What follows belongs to an exercise in optimizing a design on an open flow for small area, a short achievable clock period and few clock cycles; a production flow would make more cautious choices.
In this exercise RTL edits were held to simulation tests only and were not proved equivalent to the original.

==> design/flow/design.v <==
`timescale 1ns/100ps
`default_nettype none
module sw_pe #(
    parameter [3:0] ROW = 4'd0
) (
    input  wire        clk,
    input  wire        rst,
    input  wire [1:0]  i_nx_base,
    input  wire        i_nx_first,
    input  wire        i_nx_last,
    input  wire        i_nx_buf,
    input  wire        i_rb_ld,
    input  wire [1:0]  i_rb,
    input  wire        i_en_ld,
    input  wire        i_en,
    input  wire [4:0]  i_h,         
    input  wire [3:0]  i_f,         
    input  wire [4:0]  i_c_score,
    input  wire [3:0]  i_c_row,
    output reg  [1:0]  o_base,
    output reg         o_first,
    output reg         o_last,
    output reg         o_buf,
    output wire [4:0]  o_h,
    output wire [3:0]  o_f,
    output reg  [4:0]  o_c_score,
    output reg  [3:0]  o_c_row
);
    reg  [1:0]  rb_q;
    reg         en_q;
    reg  [4:0]  d_q;
    reg  [3:0]  e_q;
    reg  [3:0]  f_q;
    reg  [4:0]  h_q;
    always @(posedge clk or posedge rst) begin
        if (rst) begin
            o_first <= 1'b0;
            o_last  <= 1'b0;
        end else begin
            o_first <= i_nx_first;
            o_last  <= i_nx_last;
        end
    end
    always @(posedge clk) begin
        o_base <= i_nx_base;
        o_buf  <= i_nx_buf;
        if (i_rb_ld)
            rb_q <= i_rb;
        if (i_en_ld)
            en_q <= i_en;
    end
    wire [4:0] diag  = i_nx_first ? 5'd0 : i_h;
    wire       match = (i_nx_base == rb_q);
    wire [5:0] dsum  = {1'b0, diag} + (match ? 6'd1 : 6'h3c);
    wire [4:0] d_new = match ? dsum[4:0] : (dsum[5] ? 5'd0 : dsum[4:0]);
    wire [4:0] de  = (d_q > {1'b0, e_q}) ? d_q : {1'b0, e_q};
    wire [4:0] df  = (d_q > {1'b0, i_f}) ? d_q : {1'b0, i_f};
    wire [4:0] h   = (de > {1'b0, i_f}) ? de : {1'b0, i_f};
    wire [3:0] em1 = (e_q == 4'd0) ? 4'd0 : e_q - 4'd1;
    wire [3:0] fm1 = (i_f == 4'd0) ? 4'd0 : i_f - 4'd1;
    wire [3:0] dfm6 = (df > 5'd6) ? df[3:0] - 4'd6 : 4'd0;
    wire [3:0] dem6 = (de > 5'd6) ? de[3:0] - 4'd6 : 4'd0;
    wire [3:0] e_new = (dfm6 > em1) ? dfm6 : em1;
    wire [3:0] f_new = (dem6 > fm1) ? dem6 : fm1;
    always @(posedge clk) begin
        d_q <= d_new;
        e_q <= i_nx_first ? 4'd0 : e_new;
        f_q <= f_new;
        h_q <= en_q ? h : 5'd0;
        if (h_q > i_c_score) begin     
            o_c_score <= h_q;
            o_c_row   <= ROW;
        end else begin
            o_c_score <= i_c_score;
            o_c_row   <= i_c_row;
        end
    end
    assign o_h = h_q;
    assign o_f = f_q;
endmodule
`default_nettype wire
`timescale 1ns/100ps
`default_nettype none
module sw_pe_array (
    input  wire          clk,
    input  wire          rst,
    input  wire [1:0]    i_base,
    input  wire          i_first,
    input  wire          i_last,
    input  wire          i_buf,
    input  wire          i_rb0_ld,
    input  wire [1:0]    i_rb0,
    input  wire [31:0]   i_read_a,
    input  wire [31:0]   i_read_b,
    input  wire [15:0]   i_en_a,
    input  wire [15:0]   i_en_b,
    output wire          o_st14_first,
    output wire          o_st14_buf,
    output wire          o_first,
    output wire          o_last,
    output wire [4:0]    o_c_score,
    output wire [3:0]    o_c_row
);
    wire [1:0]  st_base  [0:16];
    wire        st_first [0:16];
    wire        st_last  [0:16];
    wire        st_buf   [0:16];
    wire [4:0]  h        [0:16];
    wire [3:0]  f        [0:16];
    wire [4:0]  c_score  [0:16];
    wire [3:0]  c_row    [0:16];
    assign st_base[0]  = i_base;
    assign st_first[0] = i_first;
    assign st_last[0]  = i_last;
    assign st_buf[0]   = i_buf;
    assign h[0]        = 5'd0;       
    assign f[0]        = 4'd0;
    assign c_score[0]  = 5'd0;
    assign c_row[0]    = 4'd0;
    genvar r;
    generate
        for (r = 0; r < 16; r = r + 1) begin : g_row
            wire       rb_ld;
            wire [1:0] rb;
            wire       en_ld;
            wire       en;
            if (r == 0) begin : g_first
                assign rb_ld = i_rb0_ld;
                assign rb    = i_rb0;
                assign en_ld = 1'b1;
                assign en    = 1'b1;
            end else begin : g_rest
                assign rb_ld = st_first[r-1];
                assign rb    = st_buf[r-1] ? i_read_b[2*r +: 2] : i_read_a[2*r +: 2];
                assign en_ld = st_first[r];
                assign en    = st_buf[r] ? i_en_b[r] : i_en_a[r];
            end
            sw_pe #(.ROW(r)) sw_pe_i (
                .clk        (clk),
                .rst        (rst),
                .i_nx_base  (st_base[r]),
                .i_nx_first (st_first[r]),
                .i_nx_last  (st_last[r]),
                .i_nx_buf   (st_buf[r]),
                .i_rb_ld    (rb_ld),
                .i_rb       (rb),
                .i_en_ld    (en_ld),
                .i_en       (en),
                .i_h        (h[r]),
                .i_f        (f[r]),
                .i_c_score  (c_score[r]),
                .i_c_row    (c_row[r]),
                .o_base     (st_base[r+1]),
                .o_first    (st_first[r+1]),
                .o_last     (st_last[r+1]),
                .o_buf      (st_buf[r+1]),
                .o_h        (h[r+1]),
                .o_f        (f[r+1]),
                .o_c_score  (c_score[r+1]),
                .o_c_row    (c_row[r+1])
            );
        end
    endgenerate
    assign o_st14_first = st_first[14];
    assign o_st14_buf   = st_buf[14];
    assign o_first      = st_first[16];
    assign o_last       = st_last[16];
    assign o_c_score    = c_score[16];
    assign o_c_row      = c_row[16];
endmodule
`default_nettype wire
`timescale 1ns/100ps
`default_nettype none
module sw_max_tracker #(
    parameter DEPTH = 4
) (
    input  wire          clk,
    input  wire          rst,
    input  wire          i_first,         
    input  wire          i_last,
    input  wire [4:0]    i_c_score,       
    input  wire [3:0]    i_c_row,
    input  wire          i_ready,
    output wire          o_valid,
    output wire [17:0]   o_result,
    output wire          o_take
);
    reg          first_q [0:1];
    reg          last_q  [0:2];
    reg  [4:0]   best_score;
    reg  [3:0]   best_row;
    reg  [3:0]   best_col;
    reg  [3:0]   col_q;
    always @(posedge clk or posedge rst) begin
        if (rst) begin
            first_q[0] <= 1'b0;
            first_q[1] <= 1'b0;
            last_q[0]  <= 1'b0;
            last_q[1]  <= 1'b0;
            last_q[2]  <= 1'b0;
        end else begin
            first_q[0] <= i_first;
            first_q[1] <= first_q[0];
            last_q[0]  <= i_last;
            last_q[1]  <= last_q[0];
            last_q[2]  <= last_q[1];
        end
    end
    wire better = (i_c_score > best_score) ||
                  ((i_c_score == best_score) && (i_c_row < best_row));
    always @(posedge clk) begin
        if (first_q[1]) begin
            best_score <= i_c_score;
            best_row   <= i_c_row;
            best_col   <= 4'd0;
            col_q      <= 4'd1;
        end else begin
            if (better) begin
                best_score <= i_c_score;
                best_row   <= i_c_row;
                best_col   <= col_q;
            end
            col_q <= col_q + 4'd1;
        end
    end
    wire        push = last_q[2];
    wire [12:0] pd   = {best_score, best_row, best_col};
    reg  [12:0] q [0:DEPTH-1];
    reg  [DEPTH-1:0] v;
    wire        take = v[0] & i_ready;
    integer j;
    always @(posedge clk or posedge rst) begin
        if (rst) begin
            v <= {DEPTH{1'b0}};
        end else begin
            for (j = 0; j < DEPTH; j = j + 1) begin
                if (take)
                    v[j] <= ((j + 1 < DEPTH) ? v[(j+1) % DEPTH] : 1'b0) | (push & v[j]);
                else
                    v[j] <= v[j] | (push & ((j == 0) ? 1'b1 : v[(j+DEPTH-1) % DEPTH]));
            end
        end
    end
    always @(posedge clk) begin
        for (j = 0; j < DEPTH; j = j + 1) begin
            if (take) begin
                if ((j + 1 < DEPTH) && v[(j+1) % DEPTH])
                    q[j] <= q[(j+1) % DEPTH];
                else if (push && v[j])
                    q[j] <= pd;
            end else begin
                if (push && !v[j] && ((j == 0) || v[(j+DEPTH-1) % DEPTH]))
                    q[j] <= pd;
            end
        end
    end
    assign o_valid  = v[0];
    assign o_result = {5'd0, q[0]};
    assign o_take   = take;
endmodule
`default_nettype wire
`timescale 1ns/100ps
`default_nettype none
module sw_controller #(
    parameter DEPTH = 4
) (
    input  wire          clk,
    input  wire          rst,
    input  wire          i_valid,
    input  wire [73:0]   i_job,
    input  wire          i_take,          
    input  wire          i_rel_first,     
    input  wire          i_rel_buf,
    output wire          o_ready,
    output wire [1:0]    o_base,
    output wire          o_first,
    output wire          o_last,
    output wire          o_buf,
    output wire          o_rb0_ld,
    output wire [1:0]    o_rb0,
    output wire [31:0]   o_read_a,
    output wire [31:0]   o_read_b,
    output wire [15:0]   o_en_a,
    output wire [15:0]   o_en_b
);
    localparam CW = 3;       
    reg           ready_q;
    reg           act_q;       
    reg           first_q;
    reg  [4:0]    cnt_q;       
    reg           nxt_q;       
    reg  [1:0]    busy_q;
    reg  [CW-1:0] jobs_q;      
    reg  [31:0]   ref_q;
    reg  [31:0]   read_a_q;
    reg  [31:0]   read_b_q;
    reg  [4:0]    len_a_q;
    reg  [4:0]    len_b_q;
    wire accept = ready_q & i_valid;
    wire last   = act_q & (cnt_q == 5'd1);
    wire [1:0] rel = {i_rel_first & i_rel_buf, i_rel_first & ~i_rel_buf};
    wire can_start = (~act_q | (cnt_q == 5'd1) | (cnt_q == 5'd2))
                   & (nxt_q ? (~busy_q[1] | rel[1]) : (~busy_q[0] | rel[0]))
                   & ((jobs_q != DEPTH[CW-1:0]) | i_take);
    always @(posedge clk or posedge rst) begin
        if (rst) begin
            ready_q <= 1'b1;
            act_q   <= 1'b0;
            first_q <= 1'b0;
            nxt_q   <= 1'b0;
            busy_q  <= 2'b00;
            jobs_q  <= {CW{1'b0}};
        end else begin
            ready_q <= ~accept & can_start;
            act_q   <= ready_q ? i_valid : (act_q & ~last);
            first_q <= accept;
            nxt_q   <= nxt_q ^ accept;
            busy_q[0] <= (accept & ~nxt_q) | (busy_q[0] & ~rel[0]);
            busy_q[1] <= (accept &  nxt_q) | (busy_q[1] & ~rel[1]);
            jobs_q  <= jobs_q + {{(CW-1){1'b0}}, accept} - {{(CW-1){1'b0}}, i_take};
        end
    end
    integer r;
    always @(posedge clk) begin
        cnt_q <= ready_q ? i_job[9:5] : cnt_q - 5'd1;
        ref_q <= ready_q ? i_job[73:42] : {ref_q[29:0], 2'b00};
        if (ready_q & ~nxt_q) begin
            len_a_q <= i_job[4:0];
            for (r = 0; r < 16; r = r + 1)
                read_a_q[2*r +: 2] <= i_job[10 + 2*(15-r) +: 2];
        end
        if (ready_q & nxt_q) begin
            len_b_q <= i_job[4:0];
            for (r = 0; r < 16; r = r + 1)
                read_b_q[2*r +: 2] <= i_job[10 + 2*(15-r) +: 2];
        end
    end
    genvar k;
    generate
        for (k = 0; k < 16; k = k + 1) begin : g_en
            assign o_en_a[k] = (len_a_q > k);
            assign o_en_b[k] = (len_b_q > k);
        end
    endgenerate
    assign o_ready  = ready_q;
    assign o_base   = ref_q[31:30];
    assign o_first  = first_q;
    assign o_last   = last;
    assign o_buf    = ~nxt_q;
    assign o_rb0_ld = ready_q;
    assign o_rb0    = i_job[10 + 30 +: 2];
    assign o_read_a = read_a_q;
    assign o_read_b = read_b_q;
endmodule
`default_nettype wire
`timescale 1ns/100ps
`default_nettype none
module sw_top (
    input  wire          clk,
    input  wire          rst,
    input  wire          i_valid,
    input  wire [73:0]   i_job,
    input  wire          i_ready,
    output wire          o_ready,
    output wire          o_valid,
    output wire [17:0]   o_result
);
    localparam DEPTH = 4;
    wire          take;
    wire          rel_first;
    wire          rel_buf;
    wire [1:0]    base;
    wire          first;
    wire          last;
    wire          buf_sel;
    wire          rb0_ld;
    wire [1:0]    rb0;
    wire [31:0]   read_a;
    wire [31:0]   read_b;
    wire [15:0]   en_a;
    wire [15:0]   en_b;
    wire          out_first;
    wire          out_last;
    wire [4:0]    c_score;
    wire [3:0]    c_row;
    sw_controller #(.DEPTH(DEPTH)) sw_controller_i (
        .clk         (clk),
        .rst         (rst),
        .i_valid     (i_valid),
        .i_job       (i_job),
        .i_take      (take),
        .i_rel_first (rel_first),
        .i_rel_buf   (rel_buf),
        .o_ready     (o_ready),
        .o_base      (base),
        .o_first     (first),
        .o_last      (last),
        .o_buf       (buf_sel),
        .o_rb0_ld    (rb0_ld),
        .o_rb0       (rb0),
        .o_read_a    (read_a),
        .o_read_b    (read_b),
        .o_en_a      (en_a),
        .o_en_b      (en_b)
    );
    sw_pe_array sw_pe_array_i (
        .clk          (clk),
        .rst          (rst),
        .i_base       (base),
        .i_first      (first),
        .i_last       (last),
        .i_buf        (buf_sel),
        .i_rb0_ld     (rb0_ld),
        .i_rb0        (rb0),
        .i_read_a     (read_a),
        .i_read_b     (read_b),
        .i_en_a       (en_a),
        .i_en_b       (en_b),
        .o_st14_first (rel_first),
        .o_st14_buf   (rel_buf),
        .o_first      (out_first),
        .o_last       (out_last),
        .o_c_score    (c_score),
        .o_c_row      (c_row)
    );
    sw_max_tracker #(.DEPTH(DEPTH)) sw_max_tracker_i (
        .clk       (clk),
        .rst       (rst),
        .i_first   (out_first),
        .i_last    (out_last),
        .i_c_score (c_score),
        .i_c_row   (c_row),
        .i_ready   (i_ready),
        .o_valid   (o_valid),
        .o_result  (o_result),
        .o_take    (take)
    );
endmodule
`default_nettype wire
==> design/flow/run.sh <==
#!/bin/bash
# synth_recipe.tcl (not shown) runs the flow's synth.tcl, then flattens the netlist and writes it again
# the make line also repeats each setting of config.mk as NAME=value (left out here)
make -C /OpenROAD-flow-scripts/flow DESIGN_CONFIG=/design/flow/config.mk WORK_HOME=/design/flow/orfs CLKGATE_MAP_FILE= SYNTH_SCRIPT=/design/flow/synth_recipe.tcl finish
==> design/flow/config.mk <==
export PLATFORM = sky130hd
export DESIGN_NAME = sw_top
export DESIGN_NICKNAME = sw_top
export VERILOG_FILES = /design/flow/design.v
export SDC_FILE = /design/flow/constraint.sdc
export NUM_CORES = 4
export LEC_CHECK = 0
export CAP_MARGIN = 20
export CORE_MARGIN = 2
export CORE_UTILIZATION = 40
export SLEW_MARGIN = 20
==> design/flow/constraint.sdc <==
create_clock -name core_clock -period 10.0 [get_ports {clk}]
set_input_delay 2.0000 -clock core_clock [delete_from_list [all_inputs] [get_ports {clk}]]
set_output_delay 2.0000 -clock core_clock [all_outputs]
set_load 0.01 [all_outputs]
==> notes.md, run 1 <==
STA:
- Setup violations remaining at the end of the flow were counted as 0.
- Subtracting the final worst setup slack from the clock period gives 4.76 ns.
- After layout, the worst setup slack is 5.24 ns.
- The number of pins exceeding their max-slew limit in the final report is 0.
- After routing, the total negative slack on setup checks comes to 0 ns.
- The highest clock frequency the design can meet is 210 MHz.
- On the final layout, the worst clock skew is 0.0302 ns.
- Across all hold checks on the routed design, the worst slack comes to 0.342 ns.
- The transition time at the pin with the least slew margin is 0.952 ns.
- The headroom to the max-slew limit is 36.3%.
- Setup repair after global routing left no endpoint under its margin.
- The count of final hold-check violations was 0.
- The final critical-path share of the clock period is 47.6%.

CTS:
- The clock sink count is 728.
- The longest clock path from root to sink contains 3 buffers.
- TritonCTS built the clock tree.
- The clock network latency to the later pin of the worst-skew pair is 0.65 ns.
- Buffers added to address setup during post-CTS repair amount to 0.
- The clock transition at the register clock pins on the worst setup and hold paths after CTS is 0.06 ns.
- In this run, post-CTS repair resized a total of 0 instances.
- The number of levels in the clock H-tree is 3.
- The quantity of hold-fixing buffers added after cts is 0.
- The number of buffers created by CTS is 84.
- The root buffer cell chosen for the clock tree is clkbuf_16.

Min path:
- Along the worst hold path, the cell count comes to 0.
- The class of the most critical hold timing path is register to register.
- The startpoint of the lowest-slack hold path is sw_pe_array_i.g_row[9].sw_pe_i.o_last.
- The end point of the worst hold path is sw_pe_array_i.g_row[10].sw_pe_i.o_last.

Final layout:
- The register cell area after layout is 16600 sq um.
- The number of nets in the layout is 4820.
- The fraction of layout cells with a size suffix above 1 is 12.4%.
- Leaving out fill and tap cells, the most frequent cells in the layout are ha_1, dfxtp_1, inv_1.
- The signed area change from the synthesized netlist to the final layout is 12.9%.
- The filler cells instantiated in the layout total 9599.
- The total area of multi-input combinational cells is 23000 sq um.
- Cells fill 45.7% of the core in the end.

Drt:
- In the final routing, the length of wire on met1 measures 41500 um.
- The count of vias placed by the detailed router is 29.9k.
- Wires add up to 87700 um.
- Signal routing reaches up to met5.
- Dividing the detail-routed via count by the number of cells gives 5.26.
- The first detailed-routing pass took 5 iterations.
- The remaining antenna violation count is 0.
- In this run, the number of DRC markers left after iteration 0 of detailed routing was 1438.
- The detail-routed net length per standard cell is 15.4 um.
- The routed wire length on met2 is 40400 um.
- Summed over all nets, wire length on met3 after detailed routing comes to 3890 um.
- The DRC violation count after routing is 0.

Floorplan:
- Pin placement for this block handled 98 I/O pins.
- The region available for standard cell placement spans 102000 sq um.
- The overall die area is 106000 sq um.
- Once the floorplan was initialized, standard cells occupied 40.5% of the core.
- From bottom edge to top edge, the die measures 325 um.
- The count of standard-cell rows is 117.
- Measured along the x axis, the die boundary spans 325 um.

Critical path:
- Among all stages on the critical path, the largest delay is contributed by a21oi_1.
- Counting both buffers and inverters, the worst setup path holds a total of 2.
- The register-to-register setup slack is 5.24 ns.
- STA classifies the critical path startpoint as a register.
- On the worst path, the slowest cell contributes a delay of 0.50 ns.
- Among cell families on the critical path, the largest total delay comes from compound AO/OA/AOI/OAI gates.
- In this run the worst path has a maximum fanout of 9.
- The endpoint identified for the worst register-to-register timing path is sw_pe_array_i.g_row[2].sw_pe_i.e_q[2].
- The critical path goes through inv_1 > ha_1 > nor2b_1 > o21a_1 > o31a_1 > nor2_1 > mux2_2 > ha_1 > nor3_1 > nor2_1 > mux2i_1 > inv_1 > ha_1 > nor2b_1 > o211ai_1 > a21oi_1 > and3_1 > o311ai_0 > a31oi_1.
- STA classifies the critical path endpoint as a register.
- The critical path data required time is 10.56 ns.
- Data arrives at the worst endpoint at 5.32 ns.
- The critical register-to-register path startpoint is sw_pe_array_i.g_row[1].sw_pe_i.f_q[1].
- Counting cells, the worst reg-to-reg path comes to 19.
- Counting stages on the worst path, the most repeated cell is ha_1.
- The critical path is of the register to register type.

Status:
- The run finished with no timing, DRC or antenna violations.

Yosys:
- Summing the areas of all compound-gate instances in the mapped netlist gives 16.9% of the synthesized area.
- The most used flip-flop cell after synthesis is dfxtp_1.
- The netlist uses 99 different library cells.
- The post-synthesis cell count is 4134.
- During synthesis, Yosys emitted a total of 22 warnings.
- The post-synth design cell area is 41300 sq um.
- The register bit total from synthesis is 728.
- The share of synthesized area occupied by flip-flops and latches is 40.2%.
- After synthesis, the largest family of logic cells by area is compound AO/OA/AOI/OAI gates.
- The mean area per synthesized cell is 9.99 sq um.
- Summing the areas of all xor and xnor instances in the mapped netlist gives 1.80% of the synthesized area.
- The post-synthesis share of cell area spent on and, or, nand and nor gates is 13.0%.
- Yosys mapped a number of flops with a built-in enable equal to 178.
- The portion of synthesized area spent on multiplexers is 8.82%.
- The share of synthesized cell area in full adder, half adder and majority cells is 15.2%.
- After synthesis, the share of flip-flops with an asynchronous set or reset is 6.87%.

Placement:
- At the placement stage, the worst setup path has a slack of 5.36 ns.
- Summed over all nets, the half-perimeter wirelength after detailed placement is 66500 um.
- During placement, the flow inserted port buffers numbering 92.
- The final estimated routing congestion in global placement is 0.853.

Global routing:
- The first global-routing pass estimated 146000 um of wire.
- The combined global-route utilization of all metal layers is 16.4%.
- The number of global-route vias before repair is 29.2k.
- The total global routing overflow is 0.
- The initial antenna violation count is 10.
- Entering global routing, the biggest net connects 51 pins.

Job:
- Across the run, the number of max-cap violations was 0.
worst register-to-register path: cells and delay by family, from the launching register on:
family / cells / cell delay (ns)
AO/OA/AOI/OAI: 6 / 1.38
AND/OR/NAND/NOR: 6 / 1.15
adder cells (fa/ha/maj): 3 / 0.86
multiplexers: 2 / 0.62
flip-flops: 1 / 0.46
buffers and inverters: 2 / 0.21
sequential cells by signal, indices dropped and copies added (netlist names), 15 cells and up:
name and count:
sw_pe_array_i.g_row.sw_pe_i.o_first 16, sw_pe_array_i.g_row.sw_pe_i.o_last 16, sw_pe_array_i.g_row.sw_pe_i.o_c_score 80, sw_pe_array_i.g_row.sw_pe_i.f_q 60, sw_pe_array_i.g_row.sw_pe_i.o_c_row 49, sw_pe_array_i.g_row.sw_pe_i.o_buf 15, sw_controller_i.ref_q 32, sw_controller_i.read_a_q 30
sw_pe_array_i.g_row.sw_pe_i.o_base 30, sw_pe_array_i.g_row.sw_pe_i.h_q 80, sw_pe_array_i.g_row.sw_pe_i.rb_q 32, sw_controller_i.read_b_q 30, sw_max_tracker_i.q 52, sw_pe_array_i.g_row.sw_pe_i.en_q 15, sw_pe_array_i.g_row.sw_pe_i.d_q 77, sw_pe_array_i.g_row.sw_pe_i.e_q 64
cell type report:
class	count	area share [%]
Inverter	358	2.89
Multi-Input combinational cell	2969	49.4
Sequential cell	728	35.6
Tap cell	1368	3.67
Timing Repair Buffer	100	2.11
Clock buffer	107	4.94
Antenna cell	1	0.00537
Clock inverter	49	1.33
per-stage QoR:
step | cell area, sq um | cells
5_1_grt | 46600 | 5679
3_5_place_dp | 43700 | 5523
2_1_floorplan | 41300 | 4139
3_3_place_gp | 43700 | 5523
6_report | 46600 | 5680
4_1_cts | 46600 | 5679
synthesized netlist by cell type, drive strengths merged, types with 53 or more instances:
master	count	area share, %
mux2	258	7.1
dfxtp	500	24
nand2	154	1.4
nor2b	178	2.7
or2	72	1.1
o21a	141	2.7
ha	500	15
a21oi	214	2.7
nand3	53	0.64
xnor2	65	1.4
inv	356	3.2
a21o	70	1.3
nor2	271	2.5
nor3	88	1.1
nand4	57	0.86
o21ai	204	2.5
edfxtp	178	13
mux2i	72	1.8
clkbuf	63	0.57
kinds of logic after synthesis:
| logic type | after synthesis |
|---|---|
| DFF | 728 |
| adders and majority gates | 501 |
| muxes | 330 |
| AOI/OAI and AO/OA | 1016 |
| xor gates and xnor gates | 85 |
| and+or+nand+nor | 1031 |
| other | 1 |
| buffers and inverters | 442 |
metal layers:
layer | up-vias | track usage [%]
met2 | 397 | 27.5
met3 | 132 | 3.46
li1 | 15294 | -
met4 | 16 | 4.53
met5 | - | 0
met1 | 14064 | 21.3
worst max-delay path by stage:
stage	from	endpoint	slack, ns	depth (start not counted)
CTS	sw_pe_array_i.g_row[1].sw_pe_i.f_q[1]	sw_pe_array_i.g_row[2].sw_pe_i.e_q[2]	5.31	19
finish	sw_pe_array_i.g_row[1].sw_pe_i.f_q[1]	sw_pe_array_i.g_row[2].sw_pe_i.e_q[2]	5.24	19
global route	sw_pe_array_i.g_row[1].sw_pe_i.f_q[1]	sw_pe_array_i.g_row[2].sw_pe_i.e_q[2]	4.92	19
detailed placement	sw_pe_array_i.g_row[1].sw_pe_i.f_q[1]	sw_pe_array_i.g_row[2].sw_pe_i.e_q[2]	5.36	19
floorplan	sw_pe_array_i.g_row[1].sw_pe_i.f_q[1]	sw_pe_array_i.g_row[2].sw_pe_i.e_q[2]	5.84	20
global placement	sw_pe_array_i.g_row[1].sw_pe_i.f_q[1]	sw_pe_array_i.g_row[2].sw_pe_i.e_q[2]	5.48	19
Testbench counts, summed over its fixed seeds: cycles 16,691.
==> inputs of run 2 (changes only) <==
--- a/design/flow/design.v
+++ b/design/flow/design.v
@@ -53,15 +53,38 @@
     wire       match = (i_nx_base == rb_q);
     wire [5:0] dsum  = {1'b0, diag} + (match ? 6'd1 : 6'h3c);
     wire [4:0] d_new = match ? dsum[4:0] : (dsum[5] ? 5'd0 : dsum[4:0]);
-    wire [4:0] de  = (d_q > {1'b0, e_q}) ? d_q : {1'b0, e_q};
-    wire [4:0] df  = (d_q > {1'b0, i_f}) ? d_q : {1'b0, i_f};
-    wire [4:0] h   = (de > {1'b0, i_f}) ? de : {1'b0, i_f};
-    wire [3:0] em1 = (e_q == 4'd0) ? 4'd0 : e_q - 4'd1;
-    wire [3:0] fm1 = (i_f == 4'd0) ? 4'd0 : i_f - 4'd1;
-    wire [3:0] dfm6 = (df > 5'd6) ? df[3:0] - 4'd6 : 4'd0;
-    wire [3:0] dem6 = (de > 5'd6) ? de[3:0] - 4'd6 : 4'd0;
-    wire [3:0] e_new = (dfm6 > em1) ? dfm6 : em1;
-    wire [3:0] f_new = (dem6 > fm1) ? dem6 : fm1;
+    function automatic ge5(input [4:0] a, input [4:0] b);
+        integer k;
+        reg r;
+        begin
+            r = 1'b1;
+            for (k = 0; k < 5; k = k + 1)
+                r = (a[k] & ~b[k]) | ((a[k] | ~b[k]) & r);
+            ge5 = r;
+        end
+    endfunction
+    function automatic [3:0] sat6(input [4:0] x);
+        sat6 = (x == 5'd7)  ? 4'd1 :
+               (x == 5'd8)  ? 4'd2 :
+               (x == 5'd9)  ? 4'd3 :
+               (x == 5'd10) ? 4'd4 :
+               (x == 5'd11) ? 4'd5 :
+               (x == 5'd12) ? 4'd6 :
+               (x == 5'd13) ? 4'd7 :
+               (x == 5'd14) ? 4'd8 :
+               (x == 5'd15) ? 4'd9 :
+               (x == 5'd16) ? 4'd10 : 4'd0;
+    endfunction
+    function automatic [3:0] sat1(input [3:0] x);
+        sat1 = (x == 4'd0) ? 4'd0 : x - 4'd1;
+    endfunction
+    wire [4:0] e5 = {1'b0, e_q};
+    wire [4:0] f5 = {1'b0, i_f};
+    wire [4:0] m  = ge5(d_q, f5) ? d_q : f5;
+    wire [4:0] n  = ge5(d_q, e5) ? d_q : e5;
+    wire [4:0] h  = ge5(m, e5) ? m : e5;
+    wire [3:0] e_new = ge5(m, e5 + 5'd6) ? m[3:0] - 4'd6 : sat1(e_q);
+    wire [3:0] f_new = ge5(n, f5 + 5'd6) ? n[3:0] - 4'd6 : sat1(i_f);
     always @(posedge clk) begin
         d_q <= d_new;
         e_q <= i_nx_first ? 4'd0 : e_new;
@@ -223,39 +246,54 @@
             col_q <= col_q + 4'd1;
         end
     end
-    wire        push = last_q[2];
-    wire [12:0] pd   = {best_score, best_row, best_col};
-    reg  [12:0] q [0:DEPTH-1];
-    reg  [DEPTH-1:0] v;
-    wire        take = v[0] & i_ready;
+    localparam FD = DEPTH - 1;
+    wire          push = last_q[2];
+    wire [12:0]   pd   = {best_score, best_row, best_col};
+    reg  [12:0]   out_q;
+    reg           out_v;
+    reg  [12:0]   f [0:FD-1];
+    reg  [FD-1:0] wp;         
+    reg  [FD-1:0] rp;         
+    reg  [FD-1:0] fc;         
+    wire          take   = out_v & i_ready;
+    wire          out_ld = ~out_v | i_ready;       
+    wire          pop    = out_ld & fc[0];
+    wire          wr     = push & ~(out_ld & ~fc[0]);
+    reg  [12:0]   f_rd;
     integer j;
+    always @(*) begin
+        f_rd = 13'd0;
+        for (j = 0; j < FD; j = j + 1)
+            f_rd = f_rd | ({13{rp[j]}} & f[j]);
+    end
     always @(posedge clk or posedge rst) begin
         if (rst) begin
-            v <= {DEPTH{1'b0}};
+            out_v <= 1'b0;
+            wp    <= {{(FD-1){1'b0}}, 1'b1};
+            rp    <= {{(FD-1){1'b0}}, 1'b1};
+            fc    <= {FD{1'b0}};
         end else begin
-            for (j = 0; j < DEPTH; j = j + 1) begin
-                if (take)
-                    v[j] <= ((j + 1 < DEPTH) ? v[(j+1) % DEPTH] : 1'b0) | (push & v[j]);
-                else
-                    v[j] <= v[j] | (push & ((j == 0) ? 1'b1 : v[(j+DEPTH-1) % DEPTH]));
-            end
+            if (out_ld)
+                out_v <= fc[0] | push;
+            if (wr)
+                wp <= {wp[FD-2:0], wp[FD-1]};
+            if (pop)
+                rp <= {rp[FD-2:0], rp[FD-1]};
+            if (wr & ~pop)
+                fc <= {fc[FD-2:0], 1'b1};
+            else if (pop & ~wr)
+                fc <= {1'b0, fc[FD-1:1]};
         end
     end
     always @(posedge clk) begin
-        for (j = 0; j < DEPTH; j = j + 1) begin
-            if (take) begin
-                if ((j + 1 < DEPTH) && v[(j+1) % DEPTH])
-                    q[j] <= q[(j+1) % DEPTH];
-                else if (push && v[j])
-                    q[j] <= pd;
-            end else begin
-                if (push && !v[j] && ((j == 0) || v[(j+DEPTH-1) % DEPTH]))
-                    q[j] <= pd;
-            end
-        end
+        if (out_ld)
+            out_q <= fc[0] ? f_rd : pd;
+        for (j = 0; j < FD; j = j + 1)
+            if (push && wp[j])
+                f[j] <= pd;
     end
-    assign o_valid  = v[0];
-    assign o_result = {5'd0, q[0]};
+    assign o_valid  = out_v;
+    assign o_result = {5'd0, out_q};
     assign o_take   = take;
 endmodule
 `default_nettype wire
@@ -283,14 +321,13 @@
     output wire [15:0]   o_en_a,
     output wire [15:0]   o_en_b
 );
-    localparam CW = 3;       
     reg           ready_q;
     reg           act_q;       
     reg           first_q;
     reg  [4:0]    cnt_q;       
     reg           nxt_q;       
     reg  [1:0]    busy_q;
-    reg  [CW-1:0] jobs_q;      
+    reg  [DEPTH-1:0] jobs_q;   
     reg  [31:0]   ref_q;
     reg  [31:0]   read_a_q;
     reg  [31:0]   read_b_q;
@@ -301,7 +338,7 @@
     wire [1:0] rel = {i_rel_first & i_rel_buf, i_rel_first & ~i_rel_buf};
     wire can_start = (~act_q | (cnt_q == 5'd1) | (cnt_q == 5'd2))
                    & (nxt_q ? (~busy_q[1] | rel[1]) : (~busy_q[0] | rel[0]))
-                   & ((jobs_q != DEPTH[CW-1:0]) | i_take);
+                   & (~jobs_q[DEPTH-1] | i_take);
     always @(posedge clk or posedge rst) begin
         if (rst) begin
             ready_q <= 1'b1;
@@ -309,7 +346,7 @@
             first_q <= 1'b0;
             nxt_q   <= 1'b0;
             busy_q  <= 2'b00;
-            jobs_q  <= {CW{1'b0}};
+            jobs_q  <= {DEPTH{1'b0}};
         end else begin
             ready_q <= ~accept & can_start;
             act_q   <= ready_q ? i_valid : (act_q & ~last);
@@ -317,7 +354,10 @@
             nxt_q   <= nxt_q ^ accept;
             busy_q[0] <= (accept & ~nxt_q) | (busy_q[0] & ~rel[0]);
             busy_q[1] <= (accept &  nxt_q) | (busy_q[1] & ~rel[1]);
-            jobs_q  <= jobs_q + {{(CW-1){1'b0}}, accept} - {{(CW-1){1'b0}}, i_take};
+            if (accept & ~i_take)
+                jobs_q <= {jobs_q[DEPTH-2:0], 1'b1};
+            else if (i_take & ~accept)
+                jobs_q <= {1'b0, jobs_q[DEPTH-1:1]};
         end
     end
     integer r;
--- a/design/flow/config.mk
+++ b/design/flow/config.mk
@@ -5,6 +5,7 @@
 export SDC_FILE = /design/flow/constraint.sdc
 export NUM_CORES = 4
 export LEC_CHECK = 0
+export ABC_AREA = 1
 export CAP_MARGIN = 20
 export CORE_MARGIN = 2
 export CORE_UTILIZATION = 40
==> run 2 against run 1 <==
Effect of this change: still clean; critical endpoint is now o_ready; via count increased by 4.4%; wire length up 0.58%.
==> notes.md, run 2 <==
Final layout:
- The post-layout instance count excluding filler cells is 6493 (was 5680).
- Largest registers: sw_pe_array_i.g_row.sw_pe_i.h_q (80), sw_pe_array_i.g_row.sw_pe_i.o_c_score (80), sw_pe_array_i.g_row.sw_pe_i.d_q (77) (unchanged).
- Commonest cells after routing, fill and taps aside: nand2_1, inv_1, dfxtp_1 (was ha_1, dfxtp_1, inv_1).
- The total area of multi-input combinational cells is 18700 sq um (was 23000 sq um).
- The leading cell type in the layout, fill and taps excluded is nand2_1.
- The register cell area after layout is 16800 sq um (was 16600 sq um).
- The number of nets in the layout was 5493 (was 4820).
- The fraction of layout cells with a size suffix above 1 was 8.34% (was 12.4%).
- The signed area change from the synthesized netlist to the final layout is 13.0% (was 12.9%).
- The final-layout fill cell count is 9495 (was 9599).

STA:
- The headroom to the max-slew limit was 43.3% (was 36.3%).
- The final worst setup slack is 5.79 ns (was 5.24 ns).
- The count of final hold-check violations is 0 (unchanged).
- The highest clock frequency the design can meet is 238 MHz (was 210 MHz).
- The final critical-path share of the clock period is 42.1% (was 47.6%).
- The worst clock skew on the final layout is 0.0184 ns (was 0.0302 ns).
- The final critical path time including I/O delays and setup is 4.21 ns (was 4.76 ns).
- The transition time at the pin with the least slew margin was 0.850 ns (was 0.952 ns).
- Setup repair after global routing missed its margin: no (unchanged).
- The setup TNS is 0 ns (unchanged).
- The number of pins exceeding their max-slew limit in the final report is 0 (unchanged).
- The total of endpoints with negative setup slack in the final report came to 0 (unchanged).

Floorplan:
- The count of standard-cell rows was 113 (was 117).
- The die span in x is 315 um (was 325 um).
- The overall die area is 98900 sq um (was 106000 sq um).
- The count of boundary I/O pins came to 98 (unchanged).
- The initial standard-cell utilization of the core is 40.5% (about the same).
- The core area is 95300 sq um (was 102000 sq um).
- The height of the chip is 315 um (was 325 um).

CTS:
- The clock tree from TritonCTS was built (unchanged).
- The number of buffers created by CTS is 83 (was 84).
- The clock transition at the register clock pins on the worst setup and hold paths after CTS is 0.06 ns (about the same).
- The post-CTS repair timing setup buffer count is 0 (unchanged).
- The buffer cell driving the clock tree root is clkbuf_16 (unchanged).
- The clock sink count came to 735 (was 728).
- The quantity of hold-fixing buffers added after cts is 0 (unchanged).
- The clock network latency to the later pin of the worst-skew pair is 0.64 ns (was 0.65 ns).
- The post-CTS resize count is 0 (unchanged).
- The number of levels in the clock H-tree came to 3 (unchanged).
- The maximum buffer depth of the clock tree is 3 (unchanged).

Status:
- Result of the run: finished clean (unchanged).

Job:
- The number of max-capacitance violations reported is 0 (unchanged).

Critical path:
- The kind of start point of the critical path is a register (unchanged).
- The worst path arrival time was 2.21 ns (was 5.32 ns).
- The critical path class is register to primary output (was register to register).
- The peak fanout along the critical path is 49 (was 9).
- The kind of end point of the critical path is a primary output (was register).
- The critical path data required time is 8.00 ns (was 10.56 ns).

Yosys:
- The count of different cell masters after synthesis was 52 (was 99).
- Main area contributors after synthesis: dfxtp_1, edfxtp_1, nand2_1 (was dfxtp_1, ha_1, edfxtp_1).
- The post-synth design cell area is 38600 sq um (was 41300 sq um).
- The most used standard cell by instance count after synthesis is nand2_1.
- The cell taking the most area after synthesis is dfxtp_1 (unchanged).
- The register bit total from synthesis is 735 (was 728).
- The mean area per synthesized cell was 7.64 sq um (was 9.99 sq um).
- The warning count from the yosys run is 22 (unchanged).
- The most common flop cell mapped by yosys was dfxtp_1 (unchanged).
- The number of synthesized flops with an enable pin is 178 (unchanged).
- Ranking of synthesized cells by instance count: nand2_1, inv_1, dfxtp_1 (was dfxtp_1, ha_1, inv_1).
- The post-synthesis cell count is 5045 (was 4134).
- The area share of the largest cell type after synthesis is 26.0% (was 24.2%).
- The proportion of synthesized flip-flops having asynchronous set or reset came to 7.76% (was 6.87%).
- The share of synthesized area occupied by flip-flops and latches is 43.5% (was 40.2%).

Global routing:
- The number of global-route vias before repair is 29.5k (was 29.2k).
- The combined global-route utilization of all metal layers is 17.9% (was 16.4%).
- The largest net degree at the start of global routing came to 58 (was 51).
- The initial antenna violation count is 3 (was 10).
- The total global routing overflow is 0 (unchanged).
- The wire length of the first global-routing pass is 145000 um (was 146000 um).

Min path:
- The class of the most critical hold timing path is register to register (unchanged).

Drt:
- The number of vias per cell is 4.81 (was 5.26).
- The DRC violation count after routing was 0 (unchanged).
- The detail-routed net length per standard cell is 13.6 um (was 15.4 um).
- The count of routing violations after the opening detailed-route iteration is 1832 (was 1438).
- The iteration count of the initial detailed-routing pass was 5 (unchanged).
- The count of vias placed by the detailed router is 31.2k (was 29.9k).
- The total wire length after detailed routing is 88300 um (was 87700 um).
- The remaining antenna violation count was 0 (unchanged).

Placement:
- The number of buffers inserted by port buffering came to 92 (unchanged).
- The worst slack at placement is 5.87 ns (was 5.36 ns).
- The detailed placement HPWL is 66600 um (was 66500 um).
- The final estimated routing congestion in global placement is 0.868 (was 0.853).
- The placed cell count is 6336 (was 5523).
## run 2: changes by cell type after synthesis, moves of 72 or more
| cell | change |
|---|---|
| o21a_1 | -131 |
| nor3_1 | -72 |
| nand2_1 | +1246 |
| o21ai_0 | +80 |
| nor2_1 | +128 |
| nand2_2 | +78 |
| inv_2 | +109 |
| mux2_2 | -235 |
| nand3_1 | +317 |
| nor2b_1 | -178 |
| inv_1 | +268 |
| ha_1 | -243 |
## run 2: worst max-delay path, stage by stage, from the launching register on
cell	delay, ns
dfstp_2	0.51
buf_4	0.42
clkdlybuf4s50_1	0.63
## run 2: cell type report
| class | count | area share, % |
|---|---|---|
| Multi-Input combinational cell | 3496 | 42.8 |
| Sequential cell | 735 | 38.5 |
| Inverter | 743 | 6.40 |
| Clock buffer | 116 | 5.50 |
| Tap cell | 1265 | 3.63 |
| Timing Repair Buffer | 99 | 2.26 |
| Clock inverter | 37 | 0.856 |
| Antenna cell | 2 | 0.0115 |
## run 2: final timing paths
check                      slack [ns]  cells after the start                                      to                                  start
min reg2reg                      0.34                      0   sw_pe_array_i.g_row[6].sw_pe_i.o_last  sw_pe_array_i.g_row[5].sw_pe_i.o_last
min in group asynchronous        1.91                      3                  sw_max_tracker_i.out_v                                    rst
max in group asynchronous        7.49                      3  sw_pe_array_i.g_row[7].sw_pe_i.o_first                                    rst
min                              0.34                      0   sw_pe_array_i.g_row[6].sw_pe_i.o_last  sw_pe_array_i.g_row[5].sw_pe_i.o_last
max                              5.79                      2                                 o_ready                sw_controller_i.ready_q
max reg2reg                      7.18                      5            sw_controller_i.read_a_q[29]                sw_controller_i.ready_q
## run 2: metrics by stage
step           area (sq um)  hold WS [ns]  utilization [%]
2_1_floorplan         38600         0.331                -
3_3_place_gp          40800         0.335             42.8
3_5_place_dp          40800         0.335             42.8
4_1_cts               43600         0.345             45.7
5_1_grt               43600         0.348             45.7
6_report              43600         0.343             45.7
## run 2: routing by layer
metal	wire, um	track usage, %	up-vias	part of all wire, %
met3	3700	3.04	113	4.2
met5	27	0	-	0.031
met4	1630	4.33	4	1.8
li1	-	-	16545	-
met2	41200	30.4	508	47
met1	41700	23.5	14052	47
## run 2: cell families after synthesis
| family | after synthesis | share of synthesized area (%) |
|---|---|---|
| compound gates | 730 | 11.0 |
| xor+xnor | 113 | 2.57 |
| fa+ha+maj | 257 | 8.34 |
| buf+inv | 819 | 8.14 |
| flops | 735 | 43.5 |
| mux | 17 | 0.496 |
| other cells | 1 | 0.00972 |
| simple gates | 2373 | 25.9 |
Testbench counts of run 2, summed over its fixed seeds: cycles 16,691.
==> inputs of run 3 (changes only) <==
--- a/design/flow/config.mk
+++ b/design/flow/config.mk
@@ -5,7 +5,6 @@
 export SDC_FILE = /design/flow/constraint.sdc
 export NUM_CORES = 4
 export LEC_CHECK = 0
-export ABC_AREA = 1
 export CAP_MARGIN = 20
 export CORE_MARGIN = 2
 export CORE_UTILIZATION = 40
==> run 3 against run 2 <==
Effect of this change: wire length increased by 6.6%; setup slack got worse by 0.049 ns; non-clock buffer count decreased by 1; die area rose by 3.0%; clock-buffer cell count rose by 1; core utilization shrank 0.56 points; sequential cell count did not move; hold slack worse by 0.012 ns; cell area increased by 2.0%; first-iteration DRC count up 32%; largest cell class unchanged.
==> notes.md, run 3 <==
STA:
- The highest clock frequency the design can meet was 235 MHz (was 238 MHz).
- The total of endpoints with negative setup slack in the final report is 0 (unchanged).
- The count of final hold-check violations is 0 (unchanged).
- Setup repair after global routing missed its margin: no (unchanged).
- The headroom to the max-slew limit is 39.2% (was 43.3%).
- The setup TNS is 0 ns (unchanged).
- The worst clock skew on the final layout is 0.0413 ns (was 0.0184 ns).
- The transition time at the pin with the least slew margin is 0.908 ns (was 0.850 ns).
- The final critical-path share of the clock period is 42.6% (was 42.1%).
- The final critical path time including I/O delays and setup is 4.26 ns (was 4.21 ns).
- The worst hold slack is 0.331 ns (was 0.343 ns).
- The number of pins exceeding their max-slew limit in the final report is 0 (unchanged).

CTS:
- The clock network latency to the later pin of the worst-skew pair is 0.67 ns (was 0.64 ns).
- The clock tree from TritonCTS was built (unchanged).
- The maximum buffer depth of the clock tree is 3 (unchanged).
- The clock sink count came to 735 (unchanged).
- The post-CTS resize count is 0 (unchanged).
- The number of levels in the clock H-tree is 3 (unchanged).
- The number of buffers created by CTS is 82 (was 83).
- The post-CTS repair timing setup buffer count is 0 (unchanged).
- The clock transition at the register clock pins on the worst setup and hold paths after CTS is 0.06 ns (about the same).
- The quantity of hold-fixing buffers added after cts is 0 (unchanged).
- The buffer cell driving the clock tree root is clkbuf_16 (unchanged).

Placement:
- The final estimated routing congestion in global placement is 0.879 (was 0.868).
- The detailed placement HPWL is 68600 um (was 66600 um).
- The number of buffers inserted by port buffering is 92 (unchanged).

Drt:
- The count of vias placed by the detailed router is 31.4k (was 31.2k).
- The detail-routed net length per standard cell is 16.4 um (was 13.6 um).
- The detailed-route wire length on metal 1 is 43900 um (was 41700 um).
- The total wire length after detailed routing was 94100 um (was 88300 um).
- The routed wire length on met2 is 43500 um (was 41200 um).
- The count of routing violations after the opening detailed-route iteration was 2411 (was 1832).
- The remaining antenna violation count is 0 (unchanged).
- The uppermost layer routed is met5 (unchanged).
- The met3 wire length is 4380 um (was 3700 um).
- The DRC violation count after routing is 0 (unchanged).
- The number of vias per cell is 5.48 (was 4.81).
- The iteration count of the initial detailed-routing pass is 6 (was 5).

Global routing:
- The total global routing overflow is 0 (unchanged).
- The combined global-route utilization of all metal layers came to 18.2% (was 17.9%).
- The number of global-route vias before repair was 29.8k (was 29.5k).
- The initial antenna violation count is 5 (was 3).
- The largest net degree at the start of global routing is 58 (unchanged).
- The wire length of the first global-routing pass was 154000 um (was 145000 um).

Critical path:
- The kind of end point of the critical path is a primary output (unchanged).
- The worst path arrival time was 2.26 ns (was 2.21 ns).
- The critical path class is register to primary output (unchanged).
- The critical path data required time is 8.00 ns (about the same).
- The peak fanout along the critical path came to 45 (was 49).
- The kind of start point of the critical path is a register (unchanged).

Yosys:
- Ranking of synthesized cells by instance count: dfxtp_1, nand2_1, o21ai_0 (was nand2_1, inv_1, dfxtp_1).
- The warning count from the yosys run came to 22 (unchanged).
- The mean area per synthesized cell was 9.10 sq um (was 7.64 sq um).
- The cell taking the most area after synthesis was dfxtp_1 (unchanged).
- The number of synthesized flops with an enable pin is 178 (unchanged).
- The register bit total from synthesis came to 735 (unchanged).
- Main area contributors after synthesis: dfxtp_1, edfxtp_1, ha_1 (was dfxtp_1, edfxtp_1, nand2_1).
- The proportion of synthesized flip-flops having asynchronous set or reset is 7.76% (unchanged).
- The post-synthesis cell count came to 4367 (was 5045).
- The area share of the largest cell type after synthesis is 25.2% (was 26.0%).
- The most common flop cell mapped by yosys is dfxtp_1 (unchanged).
- The share of synthesized area occupied by flip-flops and latches came to 42.3% (was 43.5%).
- The count of different cell masters after synthesis is 105 (was 52).
- The most used standard cell by instance count after synthesis is dfxtp_1 (was nand2_1).
- The post-synth design cell area is 39700 sq um (was 38600 sq um).

Final layout:
- Largest registers: sw_pe_array_i.g_row.sw_pe_i.h_q (80), sw_pe_array_i.g_row.sw_pe_i.o_c_score (80), sw_pe_array_i.g_row.sw_pe_i.d_q (77) (unchanged).
- The final core utilization is 45.2% (was 45.7%).
- Commonest cells after routing, fill and taps aside: dfxtp_1, nand2_1, o21ai_0 (was nand2_1, inv_1, dfxtp_1).
- The signed area change from the synthesized netlist to the final layout was 11.9% (was 13.0%).
- The fraction of layout cells with a size suffix above 1 is 7.56% (was 8.34%).
- The final-layout fill cell count is 9490 (was 9495).
- The number of nets in the layout is 4712 (was 5493).
- The leading cell type in the layout, fill and taps excluded is dfxtp_1 (was nand2_1).

Min path:
- The class of the most critical hold timing path is register to register (unchanged).

Floorplan:
- The die span in x came to 319 um (was 315 um).
- The count of boundary I/O pins was 98 (unchanged).
- The overall die area is 102000 sq um (was 98900 sq um).
- The height of the chip is 319 um (was 315 um).
- The core area is 98400 sq um (was 95300 sq um).
- The count of standard-cell rows is 115 (was 113).
- The initial standard-cell utilization of the core came to 40.4% (was 40.5%).

Job:
- The number of max-capacitance violations reported was 0 (unchanged).

Status:
- Result of the run: finished clean (unchanged).
[run 3: changes by cell type after synthesis, moves of 78 or more]
cell / previous run / this run
nand2_1: 1400 / 377
inv_2: 112 / 3
nand2b_1: 0 / 94
mux2_2: 17 / 110
mux2i_1: 0 / 83
nor2b_1: 0 / 208
inv_1: 621 / 262
nand3_1: 370 / 82
clkbuf_1: 49 / 143
o21ai_0: 259 / 349
nand2_2: 78 / 0
[run 3: kinds of logic after synthesis]
| kind of cell | Yosys count | synth area share, % |
|---|---|---|
| flip-flops | 735 | 42.3 |
| AND/OR/NAND/NOR | 1408 | 17.3 |
| XOR/XNOR | 109 | 2.40 |
| adder cells (fa/ha/maj) | 278 | 8.63 |
| multiplexers | 206 | 5.58 |
| AO/OA/AOI/OAI | 1185 | 19.4 |
| buffers and inverters | 445 | 4.38 |
| other | 1 | 0.00944 |
[run 3: per-layer routing]
metal | track usage, % | vias to the layer above
met3 | 2.83 | 165
met4 | 5.60 | 6
li1 | - | 15746
met5 | 0 | -
met1 | 24.3 | 14779
met2 | 30.3 | 727
[run 3: through the flow]
step | std cells | setup WS, ns | area, sq um
6_report | 5735 | 5.74 | 44500
5_1_grt | 5734 | 5.60 | 44500
2_1_floorplan | 4372 | 6.61 | 39700
3_5_place_dp | 5579 | 6.07 | 41600
3_3_place_gp | 5579 | 6.13 | 41600
4_1_cts | 5733 | 5.66 | 44400
[run 3: worst max-delay path, stage by stage, from the launching register on]
cell and delay (ns):
dfstp_2 0.51, buf_4 0.43, clkdlybuf4s50_1 0.64
[run 3: worst paths after layout]
path / slack [ns] / startpoint / end / cells past startpoint
min in group asynchronous: 1.92 / rst / sw_pe_array_i.g_row[15].sw_pe_i.o_last / 3
max in group asynchronous: 7.49 / rst / sw_pe_array_i.g_row[7].sw_pe_i.o_first / 3
max reg2reg: 6.64 / sw_pe_array_i.g_row[5].sw_pe_i.e_q[0] / sw_pe_array_i.g_row[5].sw_pe_i.f_q[0] / 9
min reg2reg: 0.33 / sw_pe_array_i.g_row[9].sw_pe_i.o_last / sw_pe_array_i.g_row[10].sw_pe_i.o_last / 0
max: 5.74 / sw_controller_i.ready_q / o_ready / 2
min: 0.33 / sw_pe_array_i.g_row[9].sw_pe_i.o_last / sw_pe_array_i.g_row[10].sw_pe_i.o_last / 0
[run 3: cell type report]
class	count	area [sq um]	area share (%)
multi-input combinational	3192	21200	47.7
clock inverter	37	485	1.09
tap	1287	1610	3.62
timing repair buffer	98	963	2.17
antenna	1	2.50	0.00563
clock buffer	117	2370	5.34
inverter	268	1010	2.27
sequential	735	16800	37.8

-- what the ideal ports hide --
Ports are ideal in the flow. The routed layouts listed here were re-timed in OpenROAD.
Step 1: set_driving_cell puts a clkbuf_16 on clk and a buf_2 on each other input, an assumption about the parent block.
Step 2, shift: input delay + t, output delay - t, t = (earliest + latest rising clock arrival at the registers) / 2. This alone moves slack from input paths to output paths.
Slacks: no drivers / after step 1 / after step 2; pairs: no drivers / after step 1.
run	t (ns)	setup WS [ns]	hold WS [ns]
run 1	0.704	5.241 / 5.241 / 5.241	0.342 / 0.342 / 0.342
run 2	0.700	5.791 / 5.721 / 5.846	0.343 / 0.343 / 0.343
run 3	0.716	5.742 / 5.673 / 6.110	0.331 / 0.331 / 0.331
After both steps setup and hold are still met in every run listed.
